Source: an optimization exercise on an open RTL-to-GDS flow (aim: small area, a short achievable clock period and few clock cycles per item). Production flows keep margins and buffers that such runs may drop. No run shown here included a check of the RTL's function; only the layout flow was run. Power is estimated from default activity; no workload was simulated.

### flow/flow/run.sh
#!/bin/bash
# Layout flow: the standard layout (standard.sh, unchanged synthesis and steps), with the
# port buffers that placement inserts on every input and output made plain buf_1 cells
# instead of the resizer's default choice.
set -euo pipefail
export BUFFER_PORTS_ARGS="-buffer_cell sky130_fd_sc_hd__buf_1"
bash standard.sh "BUFFER_PORTS_ARGS=$BUFFER_PORTS_ARGS" finish > standard.log 2>&1
### flow/standard.sh
#!/bin/bash
# synth_recipe.tcl (not shown) runs the flow's synth.tcl, then flattens the netlist and writes it again
# the make line also repeats each setting of config.mk as NAME=value (left out here)
make -C /OpenROAD-flow-scripts/flow DESIGN_CONFIG=/design/flow/config.mk WORK_HOME=/design/flow/orfs CLKGATE_MAP_FILE= SYNTH_SCRIPT=/design/flow/synth_recipe.tcl "${@:-finish}"
### flow/config.mk
export PLATFORM = sky130hd
export DESIGN_NAME = sequence_id_unwrapper
export DESIGN_NICKNAME = sequence_id_unwrapper
export VERILOG_FILES = /design/flow/design.v
export SDC_FILE = /design/flow/constraint.sdc
export NUM_CORES = 4
export LEC_CHECK = 0
export CAP_MARGIN = 20
export CORE_MARGIN = 2
export CORE_UTILIZATION = 40
export SETUP_SLACK_MARGIN = 5
export SLEW_MARGIN = 20
### flow/constraint.sdc
create_clock -name core_clock -period 10.0 [get_ports {clk_i}]
set_input_delay 2.0000 -clock core_clock [delete_from_list [all_inputs] [get_ports {clk_i}]]
set_output_delay 2.0000 -clock core_clock [all_outputs]
set_load 0.01 [all_outputs]
### flow/design.v
package sidu_pkg;
  localparam int unsigned IdW  = 64;
  localparam int unsigned CidW = 16;
  localparam int unsigned ThrW = 14;
  localparam int unsigned GenW = 48;
  localparam logic [CidW-1:0] IdSpan   = 16'hFFFF;
  localparam logic [ThrW-1:0] GapReset = 14'd1500;
endpackage
module sidu_flags (
  input  logic [13:0] thr_i,
  input  logic [15:0] cid_i,
  output logic [2:0]  flags_o,     
  output logic [16:0] v1_o
);
  assign flags_o = {cid_i > ~{2'b00, thr_i}, cid_i > {2'b00, thr_i}, cid_i < {1'b0, thr_i, 1'b0}};
  assign v1_o    = {1'b0, cid_i} + 17'h0FFFF;
endmodule
module sidu_step (
  input  logic [13:0] thr_i,
  input  logic [15:0] head_i,
  input  logic [63:0] lid_i,
  input  logic [16:0] blo_i,
  input  logic        db_i,
  input  logic [16:0] r_i,
  input  logic        cr_i,
  input  logic [15:0] cid_i,
  input  logic        wrap_i,      
  input  logic        adv_i,       
  input  logic [16:0] v1_i,        
  output logic        ok_o,
  output logic        head_we_o,
  output logic [63:0] lid_o,
  output logic [16:0] blo_o,
  output logic        db_o,
  output logic [16:0] r_o,
  output logic        cr_o
);
  logic        wrap, adv, raise, gt, cv, cb, bones;
  logic [16:0] v, r65;
  logic [17:0] sv, blo65;
  logic [18:0] lo, hi_d;
  logic [46:0] hi, x;
  logic [47:0] pre;
  always_comb begin
    wrap = wrap_i;
    adv  = adv_i;
    v    = wrap ? v1_i : {1'b0, cid_i};
    lo   = {2'b00, v} + {5'b00000, thr_i} - {2'b00, r_i};
    hi_d = {2'b00, r_i} + {5'b00000, thr_i} - {2'b00, v};
    ok_o = !lo[18] && !hi_d[18];
    gt   = v > r_i;
    blo65 = {1'b0, blo_i} + 18'h0FFFF;         
    cb    = blo65[17];
    sv    = {1'b0, blo_i} + {1'b0, v};
    cv    = sv[17];
    hi    = lid_i[63:17];
    x     = hi ^ {47{db_i}};
    pre[0] = 1'b1;
    for (int i = 1; i <= 47; i++) pre[i] = pre[i-1] & x[i-1];
    bones = pre[47];                           
    raise = gt ^ (bones & (cv ^ cr_i));
    lid_o = {hi ^ ({47{db_i ^ cv}} & pre[46:0]), sv[16:0]};
    blo_o = adv ? blo65[16:0] : blo_i;
    db_o  = cv & ~(adv & cb);
    r65   = r_i + 17'h10001;                   
    if (raise) r_o = (wrap && !adv) ? v1_i : {1'b0, cid_i};
    else       r_o = adv ? r65 : r_i;
    cr_o      = (raise ? cv : cr_i) & ~(adv & cb);
    head_we_o = adv || (cid_i > head_i);
  end
endmodule
module sidu_core (
  input  logic                          clk_i,
  input  logic                          rst_ni,
  input  logic                          step_i,
  output logic                          busy_o,
  input  logic [sidu_pkg::CidW-1:0]     cid_i,
  input  logic                          wrap_i,
  input  logic                          adv_i,
  input  logic                          hwc_i,
  input  logic [16:0]                   v1_i,
  output logic                          hw_d_o,
  output logic [sidu_pkg::ThrW-1:0]     thr_o,
  input  logic                          cfg_we_i,
  input  logic [sidu_pkg::ThrW-1:0]     cfg_data_i,
  input  logic                          ld_we_i,
  input  logic [sidu_pkg::GenW-1:0]     ld_gen_i,
  output logic                          acc_o,
  output logic [sidu_pkg::IdW-1:0]      id_o
);
  logic [13:0] thr_q;
  logic [15:0] head_q;
  logic        hw_q, hw_d;
  logic [63:0] lid_q, lid_s;
  logic [16:0] blo_q, blo_s;
  logic        db_q, db_s;
  logic [16:0] r_q, r_s;
  logic        cr_q, cr_s;
  logic        acc_q, ok, head_we, cfix_q;
  logic        busy_q, zero_q, cy_q;
  logic [3:0]  cnt_q, fa, fb;
  logic [4:0]  fs;
  sidu_step u_step (
    .thr_i     (thr_q),
    .head_i    (head_q),
    .lid_i     (lid_q),
    .blo_i     (blo_q),
    .db_i      (db_q),
    .r_i       (r_q),
    .cr_i      (cr_q),
    .cid_i     (cid_i),
    .wrap_i    (wrap_i),
    .adv_i     (adv_i),
    .v1_i      (v1_i),
    .ok_o      (ok),
    .head_we_o (head_we),
    .lid_o     (lid_s),
    .blo_o     (blo_s),
    .db_o      (db_s),
    .r_o       (r_s),
    .cr_o      (cr_s)
  );
  always_comb begin
    if (ld_we_i)                          hw_d = 1'b0;
    else if (busy_q)                      hw_d = hw_q;
    else if (cfix_q)                      hw_d = head_q > ~{2'b00, thr_q};
    else if (step_i && ok && head_we)     hw_d = hwc_i;
    else                                  hw_d = hw_q;
  end
  always_comb begin
    fa = (zero_q || cnt_q < 4'd4)  ? 4'h0 : lid_q[3:0];
    fb = (zero_q || cnt_q >= 4'd12) ? 4'hF : ~lid_q[19:16];
    fs = {1'b0, fa} + {1'b0, fb} + {4'd0, cy_q};
  end
  always_ff @(posedge clk_i or negedge rst_ni) begin
    if (!rst_ni) begin
      thr_q  <= sidu_pkg::GapReset;
      head_q <= '0;
      hw_q   <= 1'b0;
      r_q    <= 17'd1;
      cfix_q <= 1'b0;
      busy_q <= 1'b1;
      zero_q <= 1'b1;
      cnt_q  <= '0;
      cy_q   <= 1'b0;
    end else begin
      cfix_q <= cfg_we_i;
      hw_q   <= hw_d;
      if (cfg_we_i) thr_q <= cfg_data_i;
      if (ld_we_i) begin
        head_q <= '0;
        r_q    <= 17'd1;
        busy_q <= 1'b1;
        zero_q <= 1'b0;
        cnt_q  <= '0;
        cy_q   <= 1'b0;
      end else if (busy_q) begin
        cnt_q  <= cnt_q + 4'd1;
        cy_q   <= fs[4];
        busy_q <= (cnt_q != 4'd15);
      end else if (step_i && ok) begin
        if (head_we) head_q <= cid_i;
        r_q <= r_s;
      end
    end
  end
  always_ff @(posedge clk_i) begin
    if (ld_we_i) begin
      lid_q[63:16] <= ld_gen_i;
    end else if (busy_q) begin
      lid_q <= {fs[3:0], lid_q[63:4]};
      if (cnt_q == 4'd15) begin
        blo_q <= lid_q[20:4];
        db_q  <= 1'b0;
        cr_q  <= &lid_q[20:4];                 
      end
    end else if (step_i && ok) begin
      lid_q <= lid_s;
      blo_q <= blo_s;
      db_q  <= db_s;
      cr_q  <= cr_s;
    end
    if (step_i) acc_q <= ok;
  end
  assign busy_o = busy_q;
  assign hw_d_o = hw_d;
  assign thr_o  = thr_q;
  assign acc_o  = acc_q;
  assign id_o   = acc_q ? lid_q : '0;
endmodule
module sequence_id_unwrapper (
  input  logic                          clk_i,
  input  logic                          rst_ni,
  input  logic                          cfg_valid_i,
  output logic                          cfg_ready_o,
  input  logic [sidu_pkg::ThrW-1:0]     gap_threshold_i,
  input  logic                          gen_load_i,
  input  logic [sidu_pkg::GenW-1:0]     gen_value_i,
  input  logic                          in_valid_i,
  output logic                          in_ready_o,
  input  logic [sidu_pkg::CidW-1:0]     compressed_id_i,
  output logic                          out_valid_o,
  input  logic                          out_ready_i,
  output logic                          accepted_o,
  output logic [sidu_pkg::IdW-1:0]      full_id_o
);
  logic                      a_vld_q, b_free_q, out_vld_q;
  logic [sidu_pkg::CidW-1:0] a_cid_q, b_cid_q, a_cid_d;
  logic [2:0]                a_flg_q, a_flg_d, flg;
  logic                      wrap_q, adv_q, wrap_d, hw_d;
  logic [16:0]               a_v1_q, a_v1_d;
  logic [sidu_pkg::ThrW-1:0] thr;
  logic                      step, a_free, take, busy;
  assign take        = in_valid_i && b_free_q;
  assign step        = a_vld_q && !busy && (!out_vld_q || out_ready_i);
  assign a_free      = !a_vld_q || step;
  assign in_ready_o  = b_free_q;
  assign cfg_ready_o = 1'b1;
  assign a_cid_d     = b_free_q ? compressed_id_i : b_cid_q;
  assign flg         = a_free ? a_flg_d : a_flg_q;
  assign wrap_d      = hw_d && flg[0];
  sidu_flags u_flags (
    .thr_i   (thr),
    .cid_i   (a_cid_d),
    .flags_o (a_flg_d),
    .v1_o    (a_v1_d)
  );
  sidu_core u_core (
    .clk_i      (clk_i),
    .rst_ni     (rst_ni),
    .step_i     (step),
    .busy_o     (busy),
    .cid_i      (a_cid_q),
    .wrap_i     (wrap_q),
    .adv_i      (adv_q),
    .hwc_i      (a_flg_q[2]),
    .v1_i       (a_v1_q),
    .hw_d_o     (hw_d),
    .thr_o      (thr),
    .cfg_we_i   (cfg_valid_i),
    .cfg_data_i (gap_threshold_i),
    .ld_we_i    (gen_load_i),
    .ld_gen_i   (gen_value_i),
    .acc_o      (accepted_o),
    .id_o       (full_id_o)
  );
  always_ff @(posedge clk_i or negedge rst_ni) begin
    if (!rst_ni) begin
      a_vld_q   <= 1'b0;
      b_free_q  <= 1'b1;
      out_vld_q <= 1'b0;
    end else begin
      if (a_free) begin
        a_vld_q  <= !b_free_q || take;
        b_free_q <= 1'b1;
      end else if (take) begin
        b_free_q <= 1'b0;
      end
      if (step) begin
        out_vld_q <= 1'b1;
      end else if (out_ready_i) begin
        out_vld_q <= 1'b0;
      end
    end
  end
  always_ff @(posedge clk_i) begin
    wrap_q <= wrap_d;
    adv_q  <= wrap_d && flg[1];
    if (a_free) begin
      a_cid_q <= a_cid_d;
      a_flg_q <= a_flg_d;
      a_v1_q  <= a_v1_d;
    end
    if (!a_free && take) b_cid_q <= compressed_id_i;
  end
  assign out_valid_o = out_vld_q;
endmodule
==> flow_summary.ini, run 1 <==
[yosys]
synthesis.yosys.warnings = 3
synth.avg_cell_area_um2 = 9.33
asyncSetResetFlopFracSynth_pct = 29.9
ys_seq_area_share_pct = 34.7
total_of_flip_flops_plus_latches_after_synthesis = 197
ys_top_cells_by_area = edfxtp_1 25%, ha_1 12%, dfrtp_1 7.4%
nets_in_the_synthesized_netlist = 1996
postSynth.topFlopCell = edfxtp_1
synth.cell_area_um2 = 16100
synth_enable_flop_cells = 134
yosysTopAreaCellShare_pct = 24.9
synthDominantAreaCellType = edfxtp_1
post_synth_inst_count = 1730
yosys.cell_types.count = 73

[clocking]
worstSkewPairLatency_ns = 0.48
worst_setup_hold_path_clk_slew_ns = 0.09
cts_made_buffers = 17
cts.repair.resized = 0
post-cts-setup-buffer-count = 0
clkSinkCount = 197
ctsLongestPathBuffers = 2
holdBufCountCts = 0
cts_tree = done
ctsRootBufferMaster = clkbuf_16
h-tree-depth = 4

[routing]
antenna_left = 0
wl_per_cell_um = 19.8
drt-total-wl_um = 47000
drt_iter0_drc = 932
dr.pass1.iters = 5
routed_via_density = 5.63
remaining_drc_errors = 0
vias_after_detailed_routing = 13332

[layout]
nNetsFinal = 2097
area_growth_pct = 10.0
layout-drive-gt1-share_pct = 5.80
antenna_cells = 0
fin_util_pct = 44.7

[sta]
slew_headroom_pct = 33.9
worst_slew_pin_slew_ns = 0.967
finalCriticalPeriod_ns = 4.74
layout_worst_path_cycle_share_pct = 47.4
drv_slew = 0
setup_tns_final_ns = 0
grt_setup_unrepaired = no
worst_hold_slack_ns = 0.498
maxClockFrequency_mhz = 211
setup_viol_count_final = 0
timing.clock.skew_ns = 0.0203
finalHoldViolations = 0

[power]
power.share.switching_pct = 30.2
pwr-share-seq_pct = 49.5
clkPwrFrac_pct = 37.4
power.internal_mw = 1.36
total_leakage_power_nw = 7.13
power_frac_comb_pct = 13.0
irDropWorstVdd_mv = 0.111
total_switching_power_mw = 0.588
cellPowerDensity_nw_per_um2 = 110
finalPower_mw = 1.95

[worst_setup_path]
worstPathRequired_ns = 10.20
crit_family = compound AO/OA/AOI/OAI gates
critPathBufInv = 2
path_max_fanout = 18
startpoint_type = register
reg2regPathDepth = 12
cpMaxStageDelayCell = nand4_1
path_cells = buf_4 > mux2i_1 > inv_1 > ha_1 > a211oi_1 > o21bai_1 > a221o_1 > o21ai_1 > nand4_1 > o31a_1 > o31ai_1 > o21ai_0
cp_num_cells = 12
criticalPathCategory = register to register
critPathMaxStageDelay_ns = 0.59
worst_ep_arrival_time_ns = 4.94
crit_end = u_core.lid_q[45]$_DFFE_PP_
r2r_end = u_core.lid_q[45]$_DFFE_PP_
worst-r2r-setup-slack_ns = 5.26
worstSetupEndpointType = register
critPathLaunch = wrap_q$_DFF_P_
startpoint_of_the_most_critical_register_to_register_path = wrap_q$_DFF_P_

[global_route]
grt_start_max_net_pins = 79
global_route_wire_length_before_repair_um = 74300
vias_in_the_first_global_route = 13330
antenna_found_initial = 0
gr-total-overflow = 0
grt_usage_pct = 22.8

[flow_run]
max_cap_violations = 0

[die]
fp.dieArea_um2 = 42000
io-pin-count = 152
chip_height_um = 205
row_count = 73
initial_utilization_pct = 40.6
placeableCoreArea_um2 = 39700
dieWidth_um = 205

[placement]
buffer_ports.inserted = 150
gp_congestion = 0.884
detailedPlacementHpwl_um = 35400

[hold_path]
holdCritPathClass = register to register

[status]
outcome = timing/DRC/antenna clean
## power groups by stage
stage | clock (mW) | sequential, mW | combinational (mW)
CTS | 0.739 | 0.962 | 0.254
global placement | 0 | 0.978 | 0.246
detailed placement | 0 | 0.979 | 0.252
finish | 0.728 | 0.963 | 0.254
global route | 0.770 | 0.969 | 0.287
floorplan | 0 | 0.950 | 0.184
## state kept, by name, indices dropped and copies added, names as in the netlist, 3 cells and up
register / count
u_core.r_q: 17
u_core.cnt_q: 4
u_core.lid_q: 64
u_core.blo_q: 17
a_v1_q: 17
u_core.head_q: 16
b_cid_q: 16
a_cid_q: 16
u_core.thr_q: 14
a_flg_q: 3
## cell usage after synthesis, drive strengths merged, types with 16 or more instances
cell	number
and2	76
nand2b	18
inv	156
edfxtp	134
fa	31
nand4	26
buf	24
mux2i	76
nor2	113
mux2	32
o21a	19
nand2	145
clkbuf	59
xor2	28
nor3	60
nor2b	16
nor4	16
xnor2	53
ha	151
a21oi	66
nand3	33
nor4b	16
and3	17
o21ai	103
dfrtp	48
## routing by layer
| layer | routed length [µm] | up-vias | part of all wire [%] | global-route usage [%] |
|---|---|---|---|---|
| li1 | - | 6392 | - | - |
| met1 | 21100 | 6532 | 45 | 30.2 |
| met2 | 22800 | 359 | 48 | 38.7 |
| met3 | 2270 | 49 | 4.8 | 2.88 |
| met4 | 847 | 0 | 1.8 | 6.73 |
| met5 | 0 | - | 0 | 0 |
## logic make-up after synthesis
| kind of cell | synth area share, % |
|---|---|
| AOI/OAI and AO/OA | 13.5 |
| xor gates and xnor gates | 4.40 |
| adders and majority gates | 15.6 |
| buffers and inverters | 5.88 |
| DFF | 34.7 |
| muxes | 6.95 |
| other | 0.0232 |
| and+or+nand+nor | 19.1 |
## worst min path at each step
| stage | from | to | slack, ns | cells after the start |
|---|---|---|---|---|
| 6_report | u_core.zero_q$_DFFE_PN1P_ | u_core.zero_q$_DFFE_PN1P_ | 0.50 | 1 |
| 5_1_grt | u_core.zero_q$_DFFE_PN1P_ | u_core.zero_q$_DFFE_PN1P_ | 0.52 | 1 |
| 4_1_cts | u_core.zero_q$_DFFE_PN1P_ | u_core.zero_q$_DFFE_PN1P_ | 0.50 | 1 |
| 3_5_place_dp | a_flg_q[1]$_DFF_P_ | a_flg_q[1]$_DFF_P_ | 0.48 | 2 |
| 3_3_place_gp | a_flg_q[1]$_DFF_P_ | a_flg_q[1]$_DFF_P_ | 0.47 | 2 |
| 2_1_floorplan | a_flg_q[1]$_DFF_P_ | a_flg_q[1]$_DFF_P_ | 0.44 | 2 |
## cell usage in the layout (no fill, tap or decap), types with 7 or more instances in the layout
cell type / n
inv_1: 155
ha_1: 151
buf_1: 147
nand2_1: 143
edfxtp_1: 134
nor2_1: 113
o21ai_0: 102
mux2i_1: 76
and2_1: 76
a21oi_1: 65
nor3_1: 60
xnor2_1: 52
dfrtp_1: 48
nand3_1: 33
mux2_2: 32
fa_1: 31
xor2_1: 28
nand4_1: 26
o21a_1: 19
nand2b_1: 18
and3_1: 17
clkbuf_16: 17
nor4b_1: 16
nor2b_1: 16
buf_4: 16
nor4_1: 15
a21o_1: 15
or3_1: 14
a221oi_1: 14
o32ai_1: 14
a211oi_1: 12
dfstp_2: 10
o31ai_1: 9
and4b_1: 9
o211ai_1: 7
nand3b_1: 7
a211o_1: 7
## layout make-up
cell class | count | area, µm²
Clock buffer | 17 | 425
Clock inverter | 15 | 180
Fill cell | 3903 | 22000
Inverter | 156 | 586
Multi-Input combinational cell | 1293 | 9620
Sequential cell | 197 | 5600
Tap cell | 525 | 657
Timing Repair Buffer | 166 | 689
## worst reg2reg max path, cell delays in order, from the launching register on
cell      delay [ns]
dfxtp_1         0.31
buf_4           0.30
mux2i_1         0.45
inv_1           0.18
ha_1            0.36
a211oi_1        0.29
o21bai_1        0.25
a221o_1         0.48
o21ai_1         0.45
nand4_1         0.59
o31a_1          0.48
o31ai_1         0.21
o21ai_0         0.12
## stage by stage
stage / cell area, µm² / cells / worst slack, ns
floorplan: 16100 / 1730 / 5.05
global placement: 17100 / 2337 / 5.14
detailed placement: 17100 / 2337 / 5.13
CTS: 17700 / 2369 / 5.14
global route: 17800 / 2369 / 5.03
finish: 17800 / 2369 / 5.26
==> run 2: changes to the inputs <==
--- a/flow/flow/run.sh
+++ b/flow/flow/run.sh
@@ -6,2 +6,2 @@
 export BUFFER_PORTS_ARGS="-buffer_cell sky130_fd_sc_hd__buf_1"
-bash standard.sh "BUFFER_PORTS_ARGS=$BUFFER_PORTS_ARGS" finish > standard.log 2>&1
+bash standard.sh "BUFFER_PORTS_ARGS=$BUFFER_PORTS_ARGS" SETUP_SLACK_MARGIN=6 finish > standard.log 2>&1
==> run 2 against run 1 <==
Effect of this change:
- register-to-register slack improved by 0.76 ns
- global-route usage decreased by 1.1 points
- worst setup slack improved by 0.76 ns
- die area unchanged
==> flow_summary.ini, run 2 <==
[sta]
setup_viol_count_final = 0
worst_slew_pin_slew_ns = 0.812
drv_slew = 0
slew_headroom_pct = 44.3
timing.clock.skew_ns = 0.0197
finalHoldViolations = 0
grt_setup_unrepaired = yes
maxClockFrequency_mhz = 252
finalCriticalPeriod_ns = 3.97
setup_tns_final_ns = 0
layout_worst_path_cycle_share_pct = 39.7

[yosys]
nets_in_the_synthesized_netlist = 1996
synth_commonest_cells = 156 x inv_1, 151 x ha_1, 145 x nand2_1
synth_most_common_cell = inv_1
synthesis.yosys.warnings = 3
ys_top_cells_by_area = edfxtp_1 25%, ha_1 12%, dfrtp_1 7.4%
yosys.cell_types.count = 73
synth_enable_flop_cells = 134
asyncSetResetFlopFracSynth_pct = 29.9
postSynth.topFlopCell = edfxtp_1
total_of_flip_flops_plus_latches_after_synthesis = 197
synth.cell_area_um2 = 16100
synthDominantAreaCellType = edfxtp_1
synth.avg_cell_area_um2 = 9.33
yosysTopAreaCellShare_pct = 24.9
ys_seq_area_share_pct = 34.7
post_synth_inst_count = 1730

[routing]
vias_after_detailed_routing = 13353
drt-total-wl_um = 45300
dr.pass1.iters = 5
remaining_drc_errors = 0
routed_via_density = 5.62
wl_per_cell_um = 19.1
drt_iter0_drc = 938
antenna_left = 0

[power]
total_leakage_power_nw = 7.28
cellPowerDensity_nw_per_um2 = 107
irDropWorstVdd_mv = 0.126

[worst_setup_path]
worst_ep_arrival_time_ns = 4.14
worstPathRequired_ns = 10.17
critPathMaxStageDelay_ns = 0.52
startpoint_type = register
path_max_fanout = 17
criticalPathCategory = register to register
critPathBufInv = 4
path_cells = buf_12 > mux2i_4 > inv_1 > fa_1 > inv_1 > ha_1 > nand3_1 > or4_1 > o311ai_2 > and2_4 > nand2_4 > o22a_1 > nor2_4 > buf_12
crit_family = simple AND/OR/NAND/NOR gates
cpMaxStageDelayCell = or4_1
worstSetupEndpointType = register

[status]
outcome = timing/DRC/antenna clean

[layout]
fin_util_pct = 45.5
largest_register_ff_count = 64
mostFrequentLayoutCell = inv_1
nNetsFinal = 2104
area_growth_pct = 12.0
layout-drive-gt1-share_pct = 7.89
most-common-layout-cells = 154 x inv_1, 151 x ha_1, 147 x buf_1, 142 x nand2_1, 134 x edfxtp_1
antenna_cells = 0
largest_register = u_core.lid_q

[placement]
detailedPlacementHpwl_um = 33900
buffer_ports.inserted = 150
gp_congestion = 0.917

[die]
row_count = 73
chip_height_um = 205
fp.dieArea_um2 = 42000
io-pin-count = 152
dieWidth_um = 205
placeableCoreArea_um2 = 39700
initial_utilization_pct = 40.6

[global_route]
antenna_found_initial = 0
global_route_wire_length_before_repair_um = 70800
gr-total-overflow = 0
vias_in_the_first_global_route = 12942
grt_start_max_net_pins = 76
grt_usage_pct = 21.6

[clocking]
h-tree-depth = 4
worst_setup_hold_path_clk_slew_ns = 0.09
cts_tree = done
clkSinkCount = 197
worstSkewPairLatency_ns = 0.47
holdBufCountCts = 0
cts_made_buffers = 17
ctsLongestPathBuffers = 2
ctsRootBufferMaster = clkbuf_16

[hold_path]
holdCritPathClass = register to register

[flow_run]
max_cap_violations = 0
## run 2: cell types whose count changed in the layout (fill, tap and decap cells not counted), sizes merged
cell    delta
clkinv     -3
clkbuf     +1
buf        +6
bufinv     +1
inv        +2
## run 2: path summary, 6_finish.rpt
check                                          start                      endpoint  slack [ns]  depth (start not counted)
max in group asynchronous                     rst_ni           a_vld_q$_DFFE_PN0N_        7.72                          2
hold / removal             u_core.zero_q$_DFFE_PN1P_     u_core.zero_q$_DFFE_PN1P_        0.50                          1
setup reg to reg                      wrap_q$_DFF_P_    u_core.blo_q[11]$_DFFE_PP_        6.03                         14
min in group asynchronous                     rst_ni  u_core.thr_q[11]$_DFFE_PN0P_        1.72                          2
setup / recovery                      wrap_q$_DFF_P_    u_core.blo_q[11]$_DFFE_PP_        6.03                         14
hold reg to reg            u_core.zero_q$_DFFE_PN1P_     u_core.zero_q$_DFFE_PN1P_        0.50                          1
## run 2: layout make-up
type / instances / area [µm²]
fill: 3882 / 21700
multi-input combinational: 1293 / 9810
sequential: 197 / 5600
timing repair buffer: 173 / 825
tap: 525 / 657
inverter: 156 / 586
clock buffer: 17 / 425
clock inverter: 15 / 166
## run 2: logic make-up (layout without fill, tap and decap cells)
| kind of cell | after synthesis | in the layout | share of synthesized area, % |
|---|---|---|---|
| compound gates | 331 | 331 | 13.5 |
| xor+xnor | 81 | 81 | 4.40 |
| fa+ha+maj | 182 | 182 | 15.6 |
| buf+inv | 240 | 361 | 5.88 |
| flops | 197 | 197 | 34.7 |
| mux | 108 | 108 | 6.95 |
| other cells | 1 | 1 | 0.0232 |
| simple gates | 590 | 590 | 19.1 |
## run 2: through the flow
step                hold slack [ns]  cell area (µm²)  setup WS [ns]  power, mW  std cells
floorplan                     0.444            16200           6.04       1.13       1730
global placement              0.481            17100           5.39       1.22       2334
detailed placement            0.481            17100           5.23       1.23       2334
CTS                           0.495            17900           6.00       1.95       2374
global route                  0.500            18100           5.90       2.02       2376
finish                        0.495            18100           6.03       1.94       2376
## run 2: layer usage
layer,up-vias,routed length [µm],GRT usage (%)
li1,6425,-,-
met1,6490,21400,30.7
met2,385,20800,34.5
met3,53,2200,2.91
met4,0,903,5.95
met5,-,0,0
## run 2: repair_timing
| action | CTS | global route |
|---|---|---|
| setup buffers | 8 | 1 |
| resized for setup | 30 | 22 |
| endpoints found under the hold margin | 0 | 0 |
| setup endpoints to repair | 160 | 82 |
| pin swaps | 8 | 2 |
| cloned | 0 | 1 |
## run 2: power by group
group          total (mW)  switching (mW)  internal, mW
clock network       0.722           0.365         0.357
logic               0.255           0.145         0.109
registers           0.962          0.0518         0.910
total                1.94           0.563          1.38
==> run 3: changes to the inputs <==
--- a/flow/flow/run.sh
+++ b/flow/flow/run.sh
@@ -6,2 +6,2 @@
 export BUFFER_PORTS_ARGS="-buffer_cell sky130_fd_sc_hd__buf_1"
-bash standard.sh "BUFFER_PORTS_ARGS=$BUFFER_PORTS_ARGS" SETUP_SLACK_MARGIN=6 finish > standard.log 2>&1
+bash standard.sh "BUFFER_PORTS_ARGS=$BUFFER_PORTS_ARGS" SETUP_SLACK_MARGIN=7 finish > standard.log 2>&1
==> run 3 against run 2 <==
Effect of this change:
- sequential share of layout area down 6.2 points
- synthesized cell count unchanged
- critical path type unchanged
- combinational power up 33%
- core utilization up 11 points
- clock-buffer cell count up 2
- clock power up 4.3%
- first-iteration DRC count up 19%
- still clean on timing, DRC and antenna
- register-to-register slack better by 0.20 ns
- sequential cell count unchanged
- wire length up 18%
==> flow_summary.ini, run 3 <==
[status]
outcome = timing/DRC/antenna clean

[hold_path]
worst_hold_launch = u_core.zero_q$_DFFE_PN1P_
whs_endpoint = u_core.zero_q$_DFFE_PN1P_
min_delay_path_depth = 1
holdCritPathClass = register to register

[yosys]
ys_seq_area_share_pct = 34.7
asyncSetResetFlopFracSynth_pct = 29.9
synth_enable_flop_cells = 134
total_of_flip_flops_plus_latches_after_synthesis = 197
synthDominantAreaCellType = edfxtp_1
post_synth_inst_count = 1730
synthesis.yosys.warnings = 3
nets_in_the_synthesized_netlist = 1996
synth.cell_area_um2 = 16100
yosysTopAreaCellShare_pct = 24.9
ys_top_cells_by_area = edfxtp_1 25%, ha_1 12%, dfrtp_1 7.4%
yosys.cell_types.count = 73
synth_most_common_cell = inv_1
postSynth.topFlopCell = edfxtp_1
synth.avg_cell_area_um2 = 9.33
synth_commonest_cells = 156 x inv_1, 151 x ha_1, 145 x nand2_1

[global_route]
gr-total-overflow = 0
global_route_wire_length_before_repair_um = 79100
grt_start_max_net_pins = 64
vias_in_the_first_global_route = 14227
grt_usage_pct = 24.4
antenna_found_initial = 0

[layout]
mostFrequentLayoutCell = nand2_1
multiInputGateArea_um2 = 11800
most-common-layout-cells = 139 x nand2_1, 134 x edfxtp_1, 125 x inv_1, 114 x ha_1, 108 x buf_6
num-fill-cells = 3310
antenna_cells = 0
area_growth_pct = 40.0
fin_area_um2 = 22600
largest_register = u_core.lid_q
final-seq-area_um2 = 5610
layout-drive-gt1-share_pct = 33.7
largest_register_ff_count = 64
nNetsFinal = 2277

[sta]
setup_viol_count_final = 0
setup_tns_final_ns = 0
worst_hold_slack_ns = 0.501
worst_slew_pin_slew_ns = 0.885
maxClockFrequency_mhz = 265
grt_setup_unrepaired = yes
finalCriticalPeriod_ns = 3.77
timing.clock.skew_ns = 0.0135
slew_headroom_pct = 41.0
drv_slew = 0
worst_slack_ns = 6.23
finalHoldViolations = 0
layout_worst_path_cycle_share_pct = 37.7

[clocking]
clkSinkCount = 197
cts_made_buffers = 17
cts_tree = done
worst_setup_hold_path_clk_slew_ns = 0.08
h-tree-depth = 4
holdBufCountCts = 0
ctsRootBufferMaster = clkbuf_16
worstSkewPairLatency_ns = 0.48
ctsLongestPathBuffers = 2

[worst_setup_path]
crit_family = simple AND/OR/NAND/NOR gates
criticalPathCategory = register to register
cpMaxStageDelayCell = fa_1
critPathBufInv = 5
path_cells = buf_12 > mux2i_4 > inv_2 > fa_1 > inv_2 > ha_4 > nand3_2 > or4_4 > o311ai_4 > and2_4 > nand2_8 > o22a_1 > nor2_4 > buf_6 > buf_12
worst-r2r-setup-slack_ns = 6.23
critPathMaxStageDelay_ns = 0.53
path_max_fanout = 9
startpoint_of_the_most_critical_register_to_register_path = wrap_q$_DFF_P_
startpoint_type = register
worstPathRequired_ns = 10.19
worstSetupEndpointType = register
r2r_end = u_core.blo_q[13]$_DFFE_PP_
worst_ep_arrival_time_ns = 3.96
reg2regPathDepth = 15

[die]
io-pin-count = 152
fp.dieArea_um2 = 42000
row_count = 73
dieWidth_um = 205
placeableCoreArea_um2 = 39700
initial_utilization_pct = 40.6
chip_height_um = 205

[routing]
antenna_left = 0
remaining_drc_errors = 0
drt-total-wl_um = 53400
vias_after_detailed_routing = 14420
drt_iter0_drc = 1118
dr.pass1.iters = 5
routed_via_density = 5.66
wl_per_cell_um = 21.0

[placement]
buffer_ports.inserted = 150
dp_slack_ns = 5.21
detailedPlacementHpwl_um = 34500
gp_congestion = 0.858
dpl_cell_area_um2 = 17700

[power]
total_leakage_power_nw = 9.06
irDropWorstVdd_mv = 0.124
cellPowerDensity_nw_per_um2 = 91.0
finalPower_mw = 2.06

[flow_run]
max_cap_violations = 0
run 3: worst max path at each step:
stage / slack, ns / cells past startpoint / end / startpoint
after floorplan: 6.19 / 15 / u_core.cr_q$_DFFE_PP_ / wrap_q$_DFF_P_
after global placement: 5.29 / 12 / u_core.cr_q$_DFFE_PP_ / wrap_q$_DFF_P_
after detailed placement: 5.21 / 12 / u_core.blo_q[13]$_DFFE_PP_ / wrap_q$_DFF_P_
after CTS: 6.27 / 15 / u_core.lid_q[10]$_DFFE_PP_ / wrap_q$_DFF_P_
after global routing: 6.15 / 15 / u_core.blo_q[0]$_DFFE_PP_ / wrap_q$_DFF_P_
final: 6.23 / 15 / u_core.blo_q[13]$_DFFE_PP_ / wrap_q$_DFF_P_
run 3: logic make-up (layout without fill, tap and decap cells):
logic type,Yosys count,after routing,synth area share (%)
multiplexers,108,108,6.95
buffers and inverters,240,525,5.88
adder cells (fa/ha/maj),182,182,15.6
other,1,1,0.0232
AO/OA/AOI/OAI,331,332,13.5
AND/OR/NAND/NOR,590,598,19.1
flip-flops,197,197,34.7
XOR/XNOR,81,81,4.40
run 3: metrics by stage:
step | std cells | utilization, %
2_1_floorplan | 1730 | -
3_3_place_gp | 2331 | 44.6
3_5_place_dp | 2331 | 44.6
4_1_cts | 2478 | 52.9
5_1_grt | 2549 | 56.9
6_report | 2549 | 56.9
run 3: report_power, final:
group	leakage [nW]	internal, mW	switching [mW]
combinational	6.66	0.165	0.173
sequential	2.10	0.910	0.0550
clock	0.306	0.379	0.374
total	9.06	1.45	0.603
run 3: cell type report:
class	count	area share (%)
tap	525	2.91
multi-input combinational	1302	52.1
inverter	156	2.66
timing repair inverter	1	0.0332
clock inverter	13	0.692
sequential	197	24.8
timing repair buffer	336	14.7
clock buffer	19	2.05
run 3: layer usage:
metal / GRT usage, % / part of all wire, % / vias up
met2: 40.5 / 48 / 469
li1: - / - / 6783
met4: 7.82 / 2.3 / 0
met5: 0 / 0 / -
met3: 3.10 / 5.0 / 78
met1: 33.1 / 44 / 7090
run 3: what timing repair did:
| action | in CTS | in global routing |
|---|---|---|
| setup endpoints to repair | 300 | 257 |
| resized for setup | 348 | 254 |
| pin swaps | 63 | 116 |
| cloned | 18 | 7 |
| buffers inserted | 97 | 64 |
==> run 4: changes to the inputs <==
--- a/flow/design.v
+++ b/flow/design.v
@@ -11,7 +11,5 @@
   input  logic [15:0] cid_i,
-  output logic [2:0]  flags_o,     
-  output logic [16:0] v1_o
+  output logic [2:0]  flags_o      
 );
   assign flags_o = {cid_i > ~{2'b00, thr_i}, cid_i > {2'b00, thr_i}, cid_i < {1'b0, thr_i, 1'b0}};
-  assign v1_o    = {1'b0, cid_i} + 17'h0FFFF;
 endmodule
@@ -28,3 +26,2 @@
   input  logic        adv_i,       
-  input  logic [16:0] v1_i,        
   output logic        ok_o,
@@ -37,5 +34,5 @@
 );
-  logic        wrap, adv, raise, gt, cv, cb, bones;
-  logic [16:0] v, r65;
-  logic [17:0] sv, blo65;
+  logic        wrap, adv, raise, gt, cv, cb;
+  logic [16:0] u, r1, rw, r65, v1;
+  logic [17:0] bd, bm, sv, blo65;
   logic [18:0] lo, hi_d;
@@ -46,10 +43,12 @@
     adv  = adv_i;
-    v    = wrap ? v1_i : {1'b0, cid_i};
-    lo   = {2'b00, v} + {5'b00000, thr_i} - {2'b00, r_i};
-    hi_d = {2'b00, r_i} + {5'b00000, thr_i} - {2'b00, v};
+    u    = {wrap, cid_i};
+    r1   = r_i + 17'd1;
+    rw   = wrap ? r1 : r_i;                    
+    bd   = {1'b0, blo_i} - 18'd1;
+    bm   = wrap ? bd : {1'b0, blo_i};          
+    lo   = {2'b00, u} + {5'b00000, thr_i} - {2'b00, rw};
+    hi_d = {2'b00, rw} + {5'b00000, thr_i} - {2'b00, u};
     ok_o = !lo[18] && !hi_d[18];
-    gt   = v > r_i;
-    blo65 = {1'b0, blo_i} + 18'h0FFFF;         
-    cb    = blo65[17];
-    sv    = {1'b0, blo_i} + {1'b0, v};
+    gt   = u > rw;
+    sv    = bm + {1'b0, u};
     cv    = sv[17];
@@ -59,9 +58,11 @@
     for (int i = 1; i <= 47; i++) pre[i] = pre[i-1] & x[i-1];
-    bones = pre[47];                           
-    raise = gt ^ (bones & (cv ^ cr_i));
+    raise = gt ^ (pre[47] & (cv ^ cr_i));      
     lid_o = {hi ^ ({47{db_i ^ cv}} & pre[46:0]), sv[16:0]};
+    blo65 = bd + 18'h10000;                    
+    cb    = blo65[17];
     blo_o = adv ? blo65[16:0] : blo_i;
     db_o  = cv & ~(adv & cb);
-    r65   = r_i + 17'h10001;                   
-    if (raise) r_o = (wrap && !adv) ? v1_i : {1'b0, cid_i};
+    r65   = {~r1[16], r1[15:0]};               
+    v1    = {1'b0, cid_i} + 17'h0FFFF;         
+    if (raise) r_o = (wrap && !adv) ? v1 : {1'b0, cid_i};
     else       r_o = adv ? r65 : r_i;
@@ -80,3 +81,2 @@
   input  logic                          hwc_i,
-  input  logic [16:0]                   v1_i,
   output logic                          hw_d_o,
@@ -113,3 +113,2 @@
     .adv_i     (adv_i),
-    .v1_i      (v1_i),
     .ok_o      (ok),
@@ -210,3 +209,2 @@
   logic                      wrap_q, adv_q, wrap_d, hw_d;
-  logic [16:0]               a_v1_q, a_v1_d;
   logic [sidu_pkg::ThrW-1:0] thr;
@@ -224,4 +222,3 @@
     .cid_i   (a_cid_d),
-    .flags_o (a_flg_d),
-    .v1_o    (a_v1_d)
+    .flags_o (a_flg_d)
   );
@@ -236,3 +233,2 @@
     .hwc_i      (a_flg_q[2]),
-    .v1_i       (a_v1_q),
     .hw_d_o     (hw_d),
@@ -271,3 +267,2 @@
       a_flg_q <= a_flg_d;
-      a_v1_q  <= a_v1_d;
     end
--- a/flow/flow/run.sh
+++ b/flow/flow/run.sh
@@ -6,2 +6,2 @@
 export BUFFER_PORTS_ARGS="-buffer_cell sky130_fd_sc_hd__buf_1"
-bash standard.sh "BUFFER_PORTS_ARGS=$BUFFER_PORTS_ARGS" SETUP_SLACK_MARGIN=7 finish > standard.log 2>&1
+bash standard.sh "BUFFER_PORTS_ARGS=$BUFFER_PORTS_ARGS" finish > standard.log 2>&1
==> run 4 against run 3 <==
Effect of this change:
- first-iteration DRC count grew 3.6%
- sequential power shrank 7.5%
- cell area decreased by 19%
- wire length decreased by 13%
- via count fell by 7.8%
- clock-buffer cell count shrank 1
- still clean
- clock skew up 0.0042 ns
- worst setup slack lost 1.1 ns
- core utilization fell by 9.6 points
==> flow_summary.ini, run 4 <==
[routing]
wl_met3_um = 2170
drt_iter0_drc = 1158
dr.max_layer_used = met4
drt-met1-wl_um = 21200
antenna_left = 0
remaining_drc_errors = 0
dr.pass1.iters = 5
routed_via_density = 5.57
wl_per_cell_um = 19.5
routed-wl-met2_um = 22000
vias_after_detailed_routing = 13296
drt-total-wl_um = 46400

[sta]
setup_viol_count_final = 0
setup_tns_final_ns = 0
finalHoldViolations = 0
worst_slew_pin_slew_ns = 0.875
drv_slew = 0
maxClockFrequency_mhz = 204
grt_setup_unrepaired = no
layout_worst_path_cycle_share_pct = 49.1
timing.clock.skew_ns = 0.0176
finalCriticalPeriod_ns = 4.91
slew_headroom_pct = 41.7

[layout]
final-seq-area_um2 = 5090
fin_util_pct = 47.2
largest_register_ff_count = 64
reg.largest.list = u_core.lid_q: 64 flops, u_core.blo_q: 17 flops, u_core.r_q: 17 flops
mostFrequentLayoutCell = nand2_1
most-common-layout-cells = 166 x nand2_1, 157 x ha_1, 147 x buf_1, 117 x edfxtp_1, 110 x o21ai_0
largest_register = u_core.lid_q
antenna_cells = 0
nNetsFinal = 2132
num-fill-cells = 3733
area_growth_pct = 16.1
layout-drive-gt1-share_pct = 12.3
multiInputGateArea_um2 = 10500

[flow_run]
max_cap_violations = 0

[clocking]
worstSkewPairLatency_ns = 0.47
ctsRootBufferMaster = clkbuf_16
clkSinkCount = 180
h-tree-depth = 4
ctsLongestPathBuffers = 2
cts_tree = done
cts_made_buffers = 17
worst_setup_hold_path_clk_slew_ns = 0.08

[power]
total_leakage_power_nw = 7.35
total_switching_power_mw = 0.528
irDropWorstVdd_mv = 0.123
cellPowerDensity_nw_per_um2 = 99.4
pwr-share-seq_pct = 49.1
clkPwrFrac_pct = 38.6
power.share.switching_pct = 29.1
power.internal_mw = 1.29
power_frac_comb_pct = 12.3

[yosys]
synth_most_common_cell = nand2_1
post_synth_inst_count = 1715
asyncSetResetFlopFracSynth_pct = 32.8
synth_commonest_cells = 171 x nand2_1, 163 x ha_1, 117 x edfxtp_1
nets_in_the_synthesized_netlist = 1991
ys_top_cells_by_area = edfxtp_1 22%, ha_1 13%, dfrtp_1 7.6%
synthesis.yosys.warnings = 3
postSynth.topFlopCell = edfxtp_1
synth.avg_cell_area_um2 = 9.19
synth_enable_flop_cells = 117
yosysTopAreaCellShare_pct = 22.3
total_of_flip_flops_plus_latches_after_synthesis = 180
ys_seq_area_share_pct = 32.3
yosys.cell_types.count = 85
synth.cell_area_um2 = 15800
synthDominantAreaCellType = edfxtp_1

[global_route]
grt_usage_pct = 22.4
gr-total-overflow = 0
global_route_wire_length_before_repair_um = 72400
vias_in_the_first_global_route = 12887
grt_start_max_net_pins = 72
antenna_found_initial = 0

[die]
io-pin-count = 152
chip_height_um = 202
row_count = 72
fp.dieArea_um2 = 41000
placeableCoreArea_um2 = 38700
dieWidth_um = 202
initial_utilization_pct = 40.7

[placement]
buffer_ports.inserted = 150
detailedPlacementHpwl_um = 33500
gp_congestion = 0.918

[status]
outcome = timing/DRC/antenna clean

[worst_setup_path]
worst_ep_arrival_time_ns = 5.03
startpoint_type = register
worstSetupEndpointType = register
path_max_fanout = 48
worstPathRequired_ns = 10.13
criticalPathCategory = register to register

[hold_path]
holdCritPathClass = register to register
## run 4: cell count changes after synthesis, moves of 19 or more
cell / change
mux2i_1: -33
nor3_1: -19
xor2_1: +24
inv_1: -61
nand2_1: +26
a21oi_1: +26
xnor2_1: +27
## run 4: area by class of cell
cell class                      instances  area share, %
Clock buffer                           18           2.35
Clock inverter                         14          0.903
Inverter                               96           1.97
Multi-Input combinational cell       1351           57.4
Sequential cell                       180           27.8
Tap cell                              518           3.54
Timing Repair Buffer                  210           6.05
## run 4: repair_timing
action / 4_1_cts / 5_1_grt
hold buffers: 0 / 0
pin swaps: 8 / 28
resized for setup: 39 / 65
cloned: 2 / 0
setup buffers: 16 / 32
endpoints found under the setup margin: 163 / 159
## run 4: worst paths after layout
path                                           start  cells past startpoint                      endpoint  slack, ns
min reg2reg                       a_flg_q[1]$_DFF_P_                      2            a_flg_q[1]$_DFF_P_       0.49
max                        u_core.r_q[0]$_DFFE_PN1P_                     18    u_core.lid_q[23]$_DFFE_PP_       5.09
max in group asynchronous                     rst_ni                      2   u_core.thr_q[1]$_DFFE_PN0P_       7.69
max reg2reg                u_core.r_q[0]$_DFFE_PN1P_                     18    u_core.lid_q[23]$_DFFE_PP_       5.09
min in group asynchronous                     rst_ni                      2  u_core.head_q[2]$_DFFE_PN0P_       1.74
min                               a_flg_q[1]$_DFF_P_                      2            a_flg_q[1]$_DFF_P_       0.49
## run 4: logic make-up (layout without fill, tap and decap cells)
kind of cell | count (synthesis) | in the layout | share of synthesized area [%]
and+or+nand+nor | 574 | 574 | 18.9
AOI/OAI and AO/OA | 372 | 373 | 14.8
adders and majority gates | 192 | 192 | 16.6
buffers and inverters | 186 | 338 | 4.67
DFF | 180 | 180 | 32.3
xor gates and xnor gates | 134 | 135 | 7.66
muxes | 76 | 76 | 5.11
other | 1 | 1 | 0.0238
## run 4: power by group through the flow
stage | logic, mW | registers [mW] | clock network [mW]
after floorplan | 0.160 | 0.873 | 0
after global placement | 0.208 | 0.908 | 0
after detailed placement | 0.213 | 0.909 | 0
after CTS | 0.217 | 0.893 | 0.713
after global routing | 0.254 | 0.899 | 0.741
final | 0.223 | 0.893 | 0.702
## run 4: per-layer routing
layer  vias to the layer above  track usage, %
li1                       6409               -
met3                        51            2.87
met5                         -               0
met1                      6453            30.5
met4                         0            6.65
met2                       383            37.4
## run 4: worst max-delay path, stage by stage, from the launching register on
cell and delay [ns]:
dfstp_2 0.60, ha_4 0.17, and3_4 0.21, nand3_4 0.10, nor3_4 0.26, buf_4 0.15
nand2_1 0.08, xnor2_2 0.28, inv_2 0.08, fa_1 0.54, ha_4 0.30, o2111ai_1 0.10
a21oi_1 0.18, a211oi_2 0.06, o32ai_2 0.30, or4b_4 0.57, buf_12 0.16, nand2_2 0.08
buf_12 0.24
## run 4: through the flow
stage	cell area [µm²]	std cells	hold slack [ns]	total power, mW	worst slack (ns)
floorplan	15800	1715	0.437	1.03	4.98
global placement	16700	2305	0.481	1.12	3.97
detailed placement	16700	2305	0.488	1.12	3.84
CTS	17700	2355	0.499	1.82	5.02
global route	18300	2387	0.513	1.89	4.93
finish	18300	2387	0.493	1.82	5.09
==> run 5: changes to the inputs <==
--- a/flow/flow/run.sh
+++ b/flow/flow/run.sh
@@ -6,2 +6,2 @@
 export BUFFER_PORTS_ARGS="-buffer_cell sky130_fd_sc_hd__buf_1"
-bash standard.sh "BUFFER_PORTS_ARGS=$BUFFER_PORTS_ARGS" finish > standard.log 2>&1
+bash standard.sh "BUFFER_PORTS_ARGS=$BUFFER_PORTS_ARGS" SETUP_SLACK_MARGIN=6 finish > standard.log 2>&1
==> run 5 against run 4 <==
Effect of this change:
- still clean
- worst hold slack improved by 0.0026 ns
- cell area is 4.7% higher
- combinational power barely moved
- core utilization rose by 2.2 points
- maximum frequency increased by 1.5%
- largest cell class unchanged
- largest power group unchanged
==> flow_summary.ini, run 5 <==
[yosys]
synthDominantAreaCellType = edfxtp_1
synth_enable_flop_cells = 117
nets_in_the_synthesized_netlist = 1991
synth_most_common_cell = nand2_1
yosysTopAreaCellShare_pct = 22.3
total_of_flip_flops_plus_latches_after_synthesis = 180
synth.avg_cell_area_um2 = 9.19
synth.cell_area_um2 = 15800
ys_seq_area_share_pct = 32.3
synthesis.yosys.warnings = 3
ys_top_cells_by_area = edfxtp_1 22%, ha_1 13%, dfrtp_1 7.6%
yosys.cell_types.count = 85
asyncSetResetFlopFracSynth_pct = 32.8
synth_commonest_cells = 171 x nand2_1, 163 x ha_1, 117 x edfxtp_1
postSynth.topFlopCell = edfxtp_1
post_synth_inst_count = 1715

[clocking]
worstSkewPairLatency_ns = 0.47
worst_setup_hold_path_clk_slew_ns = 0.07
h-tree-depth = 4
ctsLongestPathBuffers = 2
ctsRootBufferMaster = clkbuf_16
cts_tree = done
clkSinkCount = 180
cts_made_buffers = 17

[sta]
timing.clock.skew_ns = 0.0181
finalCriticalPeriod_ns = 4.83
slew_headroom_pct = 42.8
worst_slack_ns = 5.17
grt_setup_unrepaired = yes
setup_viol_count_final = 0
worst_slew_pin_slew_ns = 0.858
drv_slew = 0
layout_worst_path_cycle_share_pct = 48.3
maxClockFrequency_mhz = 207
setup_tns_final_ns = 0
finalHoldViolations = 0

[power]
pwr-share-seq_pct = 50.0
total_leakage_power_nw = 7.70
power_frac_comb_pct = 12.6
irDropWorstVdd_mv = 0.123
cellPowerDensity_nw_per_um2 = 93.3
power.internal_mw = 1.27
power.share.switching_pct = 29.1
clkPwrFrac_pct = 37.4
total_switching_power_mw = 0.520
finalPower_mw = 1.79

[worst_setup_path]
criticalPathCategory = register to register
crit_path_frequent_cell = and3_4
startpoint_type = register
startpoint_of_the_most_critical_register_to_register_path = u_core.r_q[0]$_DFFE_PN1P_
worst-r2r-setup-slack_ns = 5.17
worstPathRequired_ns = 10.36
r2r_end = adv_q$_DFF_P_
cpMaxStageDelayCell = dfstp_2
worstSetupEndpointType = register
path_max_fanout = 3
path_cells = and3_4 > and3_4 > nand2_4 > nor2_4 > and3_4 > and3_4 > nand2_4 > xnor2_4 > inv_2 > fa_1 > ha_1 > o21ai_1 > a21oi_1 > a211oi_2 > o32ai_2 > or4b_4 > a211o_4 > buf_12 > mux2i_2 > o21ai_2 > and3_1
reg2regPathDepth = 21
critPathMaxStageDelay_ns = 0.58
worst_ep_arrival_time_ns = 5.19

[placement]
buffer_ports.inserted = 150
gp_congestion = 0.895
dp_slack_ns = 4.37
detailedPlacementHpwl_um = 33900

[die]
initial_utilization_pct = 40.7
row_count = 72
placeableCoreArea_um2 = 38700
dieWidth_um = 202
io-pin-count = 152
chip_height_um = 202
fp.dieArea_um2 = 41000

[global_route]
vias_in_the_first_global_route = 13186
global_route_wire_length_before_repair_um = 74100
grt_start_max_net_pins = 81
grt_usage_pct = 23.1
gr-total-overflow = 0
antenna_found_initial = 0

[routing]
wl_per_cell_um = 19.7
drt_iter0_drc = 1192
vias_after_detailed_routing = 13514
remaining_drc_errors = 0
routed_via_density = 5.57
dr.pass1.iters = 5
antenna_left = 0
drt-total-wl_um = 47900

[layout]
reg.largest.list = u_core.lid_q: 64 flops, u_core.blo_q: 17 flops, u_core.r_q: 17 flops
area_growth_pct = 21.5
antenna_cells = 0
most-common-layout-cells = 163 x nand2_1, 161 x ha_1, 147 x buf_1, 117 x edfxtp_1, 100 x o21ai_0
num-fill-cells = 3631
largest_register_ff_count = 64
mostFrequentLayoutCell = nand2_1
layout-drive-gt1-share_pct = 17.2
nNetsFinal = 2172
largest_register = u_core.lid_q

[hold_path]
holdCritPathClass = register to register
worst_hold_launch = u_core.zero_q$_DFFE_PN1P_
min_delay_path_depth = 1
whs_endpoint = u_core.zero_q$_DFFE_PN1P_

[status]
outcome = timing/DRC/antenna clean

[flow_run]
max_cap_violations = 0
==> run 5: area by class of cell <==
cell class / count / area [µm²] / area share (%)
Clock buffer: 19 / 443 / 2.31
Clock inverter: 13 / 120 / 0.627
Inverter: 96 / 360 / 1.88
Multi-Input combinational cell: 1353 / 10900 / 57.1
Sequential cell: 180 / 5090 / 26.6
Tap cell: 518 / 648 / 3.39
Timing Repair Buffer: 248 / 1560 / 8.13
==> run 5: power by group through the flow <==
stage | clock, mW | sequential, mW | combinational (mW)
detailed placement | 0 | 0.909 | 0.215
CTS | 0.683 | 0.893 | 0.220
global route | 0.710 | 0.899 | 0.253
global placement | 0 | 0.908 | 0.211
finish | 0.669 | 0.893 | 0.224
floorplan | 0 | 0.873 | 0.161
==> run 5: worst max path at each step <==
| stage | start | end |
|---|---|---|
| detailed placement | wrap_q$_DFF_P_ | adv_q$_DFF_P_ |
| CTS | u_core.r_q[0]$_DFFE_PN1P_ | adv_q$_DFF_P_ |
| floorplan | u_core.r_q[0]$_DFFE_PN1P_ | adv_q$_DFF_P_ |
| global placement | wrap_q$_DFF_P_ | adv_q$_DFF_P_ |
| finish | u_core.r_q[0]$_DFFE_PN1P_ | adv_q$_DFF_P_ |
| global route | u_core.blo_q[1]$_DFFE_PP_ | u_core.lid_q[52]$_DFFE_PP_ |
==> run 5: per-layer routing <==
| layer | up-vias | global-route usage, % | routed length (µm) |
|---|---|---|---|
| met1 | 6497 | 31.3 | 20800 |
| met4 | 0 | 7.19 | 1120 |
| met2 | 482 | 38.2 | 23200 |
| met3 | 59 | 3.31 | 2820 |
| li1 | 6476 | - | - |
| met5 | - | 0 | 0 |
==> run 5: cell families (layout without fill, tap and decap cells) <==
logic type               count (synthesis)  in the layout  share of synthesized area (%)
AO/OA/AOI/OAI                          372            373                           14.8
XOR/XNOR                               134            135                           7.66
adder cells (fa/ha/maj)                192            192                           16.6
buffers and inverters                  186            376                           4.67
flip-flops                             180            180                           32.3
multiplexers                            76             76                           5.11
other                                    1              1                         0.0238
AND/OR/NAND/NOR                        574            576                           18.9
==> run 5: critical path, delay by kind of cell (launching register included) <==
kind | cells | cell delay [ns]
fa+ha+maj | 2 | 0.82
compound gates | 6 | 0.98
flops | 1 | 0.58
mux | 1 | 0.18
xor+xnor | 1 | 0.16
simple gates | 9 | 1.82
buf+inv | 2 | 0.21
==> run 5: timing repair <==
item / CTS / global route
endpoints found under the setup margin: 168 / 169
buffers inserted: 51 / 31
hold buffers: 0 / 0
endpoints found under the hold margin: 0 / 0
pin swaps: 23 / 43
resized for setup: 75 / 70
cloned: 5 / 2
==> run 5: per-stage QoR <==
| stage | std cells | util [%] | hold slack [ns] | instance area [µm²] |
|---|---|---|---|---|
| 4_1_cts | 2394 | 47.8 | 0.498 | 18500 |
| 2_1_floorplan | 1715 | - | 0.437 | 16200 |
| 5_1_grt | 2427 | 49.4 | 0.518 | 19100 |
| 6_report | 2427 | 49.4 | 0.496 | 19100 |
| 3_5_place_dp | 2306 | 44.0 | 0.486 | 17100 |
| 3_3_place_gp | 2306 | 44.0 | 0.481 | 17100 |
==> run 6: changes to the inputs <==
--- a/flow/design.v
+++ b/flow/design.v
@@ -37,3 +37,3 @@
   logic [17:0] bd, bm, sv, blo65;
-  logic [18:0] lo, hi_d;
+  logic [18:0] d, lo, hi_d;
   logic [46:0] hi, x;
@@ -48,6 +48,7 @@
     bm   = wrap ? bd : {1'b0, blo_i};          
-    lo   = {2'b00, u} + {5'b00000, thr_i} - {2'b00, rw};
-    hi_d = {2'b00, rw} + {5'b00000, thr_i} - {2'b00, u};
+    d    = {2'b00, u} - {2'b00, rw};
+    lo   = d + {5'b00000, thr_i};
+    hi_d = {5'b00000, thr_i} - d;
     ok_o = !lo[18] && !hi_d[18];
-    gt   = u > rw;
+    gt   = !d[18] && (d != 19'd0);
     sv    = bm + {1'b0, u};
@@ -93,3 +94,3 @@
   logic        hw_q, hw_d;
-  logic [63:0] lid_q, lid_s;
+  logic [63:0] lidn_q, lid_s, lid;    
   logic [16:0] blo_q, blo_s;
@@ -98,3 +99,3 @@
   logic        cr_q, cr_s;
-  logic        acc_q, ok, head_we, cfix_q;
+  logic        accn_q, ok, head_we, cfix_q;    
   logic        busy_q, zero_q, cy_q;
@@ -105,3 +106,3 @@
     .head_i    (head_q),
-    .lid_i     (lid_q),
+    .lid_i     (lid),
     .blo_i     (blo_q),
@@ -128,5 +129,6 @@
   end
+  assign lid = ~lidn_q;
   always_comb begin
-    fa = (zero_q || cnt_q < 4'd4)  ? 4'h0 : lid_q[3:0];
-    fb = (zero_q || cnt_q >= 4'd12) ? 4'hF : ~lid_q[19:16];
+    fa = (zero_q || cnt_q < 4'd4)  ? 4'h0 : lid[3:0];
+    fb = (zero_q || cnt_q >= 4'd12) ? 4'hF : ~lid[19:16];
     fs = {1'b0, fa} + {1'b0, fb} + {4'd0, cy_q};
@@ -167,12 +169,12 @@
     if (ld_we_i) begin
-      lid_q[63:16] <= ld_gen_i;
+      lidn_q[63:16] <= ~ld_gen_i;
     end else if (busy_q) begin
-      lid_q <= {fs[3:0], lid_q[63:4]};
+      lidn_q <= ~{fs[3:0], lid[63:4]};
       if (cnt_q == 4'd15) begin
-        blo_q <= lid_q[20:4];
+        blo_q <= lid[20:4];
         db_q  <= 1'b0;
-        cr_q  <= &lid_q[20:4];                 
+        cr_q  <= &lid[20:4];                   
       end
     end else if (step_i && ok) begin
-      lid_q <= lid_s;
+      lidn_q <= ~lid_s;
       blo_q <= blo_s;
@@ -181,3 +183,3 @@
     end
-    if (step_i) acc_q <= ok;
+    if (step_i) accn_q <= !ok;
   end
@@ -186,4 +188,4 @@
   assign thr_o  = thr_q;
-  assign acc_o  = acc_q;
-  assign id_o   = acc_q ? lid_q : '0;
+  assign acc_o  = !accn_q;
+  assign id_o   = ~(lidn_q | {64{accn_q}});
 endmodule
==> run 6 against run 5 <==
Effect of this change:
- still clean
- sequential power about the same
- worst hold slack better by 0.0022 ns
- first-iteration DRC count down 9.1%
- cell area down 2.9%
- critical path depth up 3
- global-route usage up 0.60 points
- area after synthesis down 4.1%
==> flow_summary.ini, run 6 <==
[sta]
drv_slew = 0
finalHoldViolations = 0
grt_setup_unrepaired = yes
layout_worst_path_cycle_share_pct = 57.3
timing.clock.skew_ns = 0.0186
setup_viol_count_final = 0
setup_tns_final_ns = 0
worst_slew_pin_slew_ns = 0.884
slew_headroom_pct = 41.1
maxClockFrequency_mhz = 174
finalCriticalPeriod_ns = 5.73
worst_slack_ns = 4.27

[worst_setup_path]
worstSetupEndpointType = register
critPathMaxStageDelay_ns = 0.61
worstPathRequired_ns = 10.20
startpoint_of_the_most_critical_register_to_register_path = u_core.r_q[0]$_DFFE_PN1P_
startpoint_type = register
cpMaxStageDelayCell = dfstp_2
worst_ep_arrival_time_ns = 5.93
criticalPathCategory = register to register
crit_family = simple AND/OR/NAND/NOR gates
path_max_fanout = 5
critPathBufInv = 3
path_cells = ha_4 > nand3_4 > nor4_4 > nand2_1 > xnor2_2 > ha_4 > a21o_1 > or3_4 > o22ai_4 > xnor2_2 > ha_1 > a21o_1 > a211o_1 > nand2b_4 > or3_4 > o221ai_2 > or4b_1 > o32a_1 > nand2b_4 > buf_6 > buf_12 > a21oi_4 > buf_12 > and2_4
critPathLaunch = u_core.r_q[0]$_DFFE_PN1P_

[placement]
place.detailed.instances = 2299
dp_slack_ns = 3.80
gp_congestion = 0.882
dpl_cell_area_um2 = 16400
buffer_ports.inserted = 150
detailedPlacementHpwl_um = 31400

[yosys]
asyncSetResetFlopFracSynth_pct = 32.8
nets_in_the_synthesized_netlist = 1936
ys_top_cells_by_area = edfxtp_1 23%, ha_1 12%, dfrtp_1 7.9%
synth_enable_flop_cells = 117
synthesis.yosys.warnings = 3
post_synth_inst_count = 1707
synth.cell_area_um2 = 15100
ys_seq_area_share_pct = 33.6
synth_most_common_cell = nor2_1
yosysTopAreaCellShare_pct = 23.2
yosys.cell_types.count = 83
synth_commonest_cells = 203 x nor2_1, 141 x ha_1, 117 x edfxtp_1
synth.avg_cell_area_um2 = 8.85
total_of_flip_flops_plus_latches_after_synthesis = 180
postSynth.topFlopCell = edfxtp_1
synthDominantAreaCellType = edfxtp_1

[clocking]
ctsRootBufferMaster = clkbuf_16
cts_tree = done
worst_setup_hold_path_clk_slew_ns = 0.09
ctsLongestPathBuffers = 2
cts_made_buffers = 17
holdBufCountCts = 0
h-tree-depth = 4
worstSkewPairLatency_ns = 0.47
clkSinkCount = 180

[status]
outcome = timing/DRC/antenna clean

[die]
chip_height_um = 198
dieWidth_um = 198
initial_utilization_pct = 40.4
row_count = 71
fp.dieArea_um2 = 39400
io-pin-count = 152
placeableCoreArea_um2 = 37400

[power]
clkPwrFrac_pct = 39.4
power.share.switching_pct = 30.0
power_frac_comb_pct = 11.3
pwr-share-seq_pct = 49.2
total_switching_power_mw = 0.545
power.internal_mw = 1.27
total_leakage_power_nw = 7.46
finalPower_mw = 1.82
cellPowerDensity_nw_per_um2 = 97.8
irDropWorstVdd_mv = 0.126

[routing]
wl_per_cell_um = 19.4
vias_after_detailed_routing = 13827
antenna_left = 0
routed_via_density = 5.69
drt_iter0_drc = 1084
dr.pass1.iters = 6
drt-total-wl_um = 47100
remaining_drc_errors = 0

[layout]
reg.largest.list = u_core.lidn_q: 64 flops, u_core.blo_q: 17 flops, u_core.r_q: 17 flops
mostFrequentLayoutCell = nor2_1
largest_register = u_core.lidn_q
num-fill-cells = 3453
layout-drive-gt1-share_pct = 16.0
area_growth_pct = 23.0
fin_area_um2 = 18600
largest_register_ff_count = 64
multiInputGateArea_um2 = 10200
layoutNonFillerInstCount = 2432
most-common-layout-cells = 196 x nor2_1, 147 x buf_1, 128 x ha_1, 117 x edfxtp_1, 109 x nand2_1
antenna_cells = 0
final-seq-area_um2 = 5090
nNetsFinal = 2137

[global_route]
globalRouteMet1Util_pct = 30.3
gr-total-overflow = 0
global_route_wire_length_before_repair_um = 72400
vias_in_the_first_global_route = 13084
grt.busiest_layer = met2
groute.layer.met3.usage_pct = 4.10
globalRouteMet2Util_pct = 40.2
grt_start_max_net_pins = 73
grt_usage_pct = 23.7
antenna_found_initial = 1

[hold_path]
worst_hold_launch = a_flg_q[1]$_DFF_P_
holdCritPathClass = register to register

[flow_run]
max_cap_violations = 0
==> run 6: worst register-to-register path, cell delays in order (launching register included) <==
cell	delay (ns)
dfstp_2	0.61
ha_4	0.18
nand3_4	0.11
nor4_4	0.36
nand2_1	0.15
xnor2_2	0.26
ha_4	0.25
a21o_1	0.18
or3_4	0.44
o22ai_4	0.15
xnor2_2	0.13
ha_1	0.32
a21o_1	0.12
a211o_1	0.16
nand2b_4	0.14
or3_4	0.12
o221ai_2	0.07
or4b_1	0.50
o32a_1	0.35
nand2b_4	0.20
buf_6	0.13
buf_12	0.12
a21oi_4	0.14
buf_12	0.15
and2_4	0.15
==> run 6: final cells by class <==
class,count,area share [%]
Clock buffer,17,2.29
Clock inverter,15,1.07
Inverter,100,2.02
Multi-Input combinational cell,1348,54.9
Sequential cell,180,27.4
Tap cell,511,3.44
Timing Repair Buffer,261,8.92
==> run 6: routing by layer <==
layer,share of wire (%),vias to the layer above
met1,43,6649
li1,-,6579
met5,0.017,-
met2,48,502
met4,2.9,2
met3,6.2,95
==> run 6: power by group through the flow <==
stage          clock, mW  combinational [mW]  sequential, mW
6_report           0.717               0.206           0.895
3_5_place_dp           0               0.195           0.910
4_1_cts            0.731               0.202           0.894
3_3_place_gp           0               0.190           0.909
5_1_grt            0.757               0.232           0.900
2_1_floorplan          0               0.148           0.875
==> run 6: logic make-up after synthesis <==
family / Yosys count / synth area share (%)
AOI/OAI and AO/OA: 399 / 17.0
xor gates and xnor gates: 140 / 8.16
adders and majority gates: 145 / 12.2
buffers and inverters: 188 / 4.78
DFF: 180 / 33.6
muxes: 78 / 5.41
other: 1 / 0.0248
and+or+nand+nor: 576 / 18.8
==> run 6: worst paths after layout <==
check / to / slack (ns) / cells past startpoint
max reg2reg: u_core.db_q$_SDFFCE_PP0P_ / 4.27 / 24
max in group asynchronous: u_core.thr_q[1]$_DFFE_PN0P_ / 7.70 / 2
min: a_flg_q[1]$_DFF_P_ / 0.50 / 1
min in group asynchronous: u_core.r_q[11]$_DFFE_PN0P_ / 1.70 / 2
max: u_core.db_q$_SDFFCE_PP0P_ / 4.27 / 24
min reg2reg: a_flg_q[1]$_DFF_P_ / 0.50 / 1
==> run 6: what timing repair did <==
action | in CTS | in global routing
cloned | 10 | 3
endpoints found under the setup margin | 171 | 171
pin swaps | 31 | 31
resized for setup | 75 | 42
setup buffers | 75 | 13
==> run 6: stage by stage <==
step,hold slack [ns],utilization (%)
after floorplan,0.450,-
after global placement,0.475,43.8
after detailed placement,0.471,43.8
after CTS,0.494,48.7
after global routing,0.521,49.7
final,0.498,49.7

afterwards: timing with drivers on the ports:
The flow's constraints put no driver on any port. The routed layouts listed below were extracted and timed again, unchanged, in two steps.
Step 1 sets driving cells, clkbuf_16 on the clock port and buf_2 on the other inputs (assumed; they add their load-dependent delay and slew).
Step 2 adds t to the input delays and takes it off the output delays; t is the mean of the earliest and latest rising clock arrival at the registers after step 1. Input paths then give back, and output paths get back, about the clock's delay inside the block.
Slacks: ideal ports / drivers / drivers and shift; pairs: ideal ports / drivers.
| run | t (ns) | slack for setup (ns) | cell pins on the clock port's net |
|---|---|---|---|
| run 1 | 0.528 | 5.264 / 5.264 / 5.075 | 1 |
| run 2 | 0.517 | 6.029 / 6.029 / 5.645 | 1 |
| run 3 | 0.524 | 6.232 / 6.232 / 5.940 | 1 |
| run 4 | 0.508 | 5.094 / 5.094 / 5.094 | 1 |
| run 5 | 0.512 | 5.168 / 5.168 / 5.168 | 1 |
| run 6 | 0.514 | 4.269 / 4.269 / 4.269 | 1 |
After both steps every run listed still meets setup and hold. For run 2, which loses most, drivers alone change the setup slack by 0.000 ns; drivers and shift together by -0.384 ns.
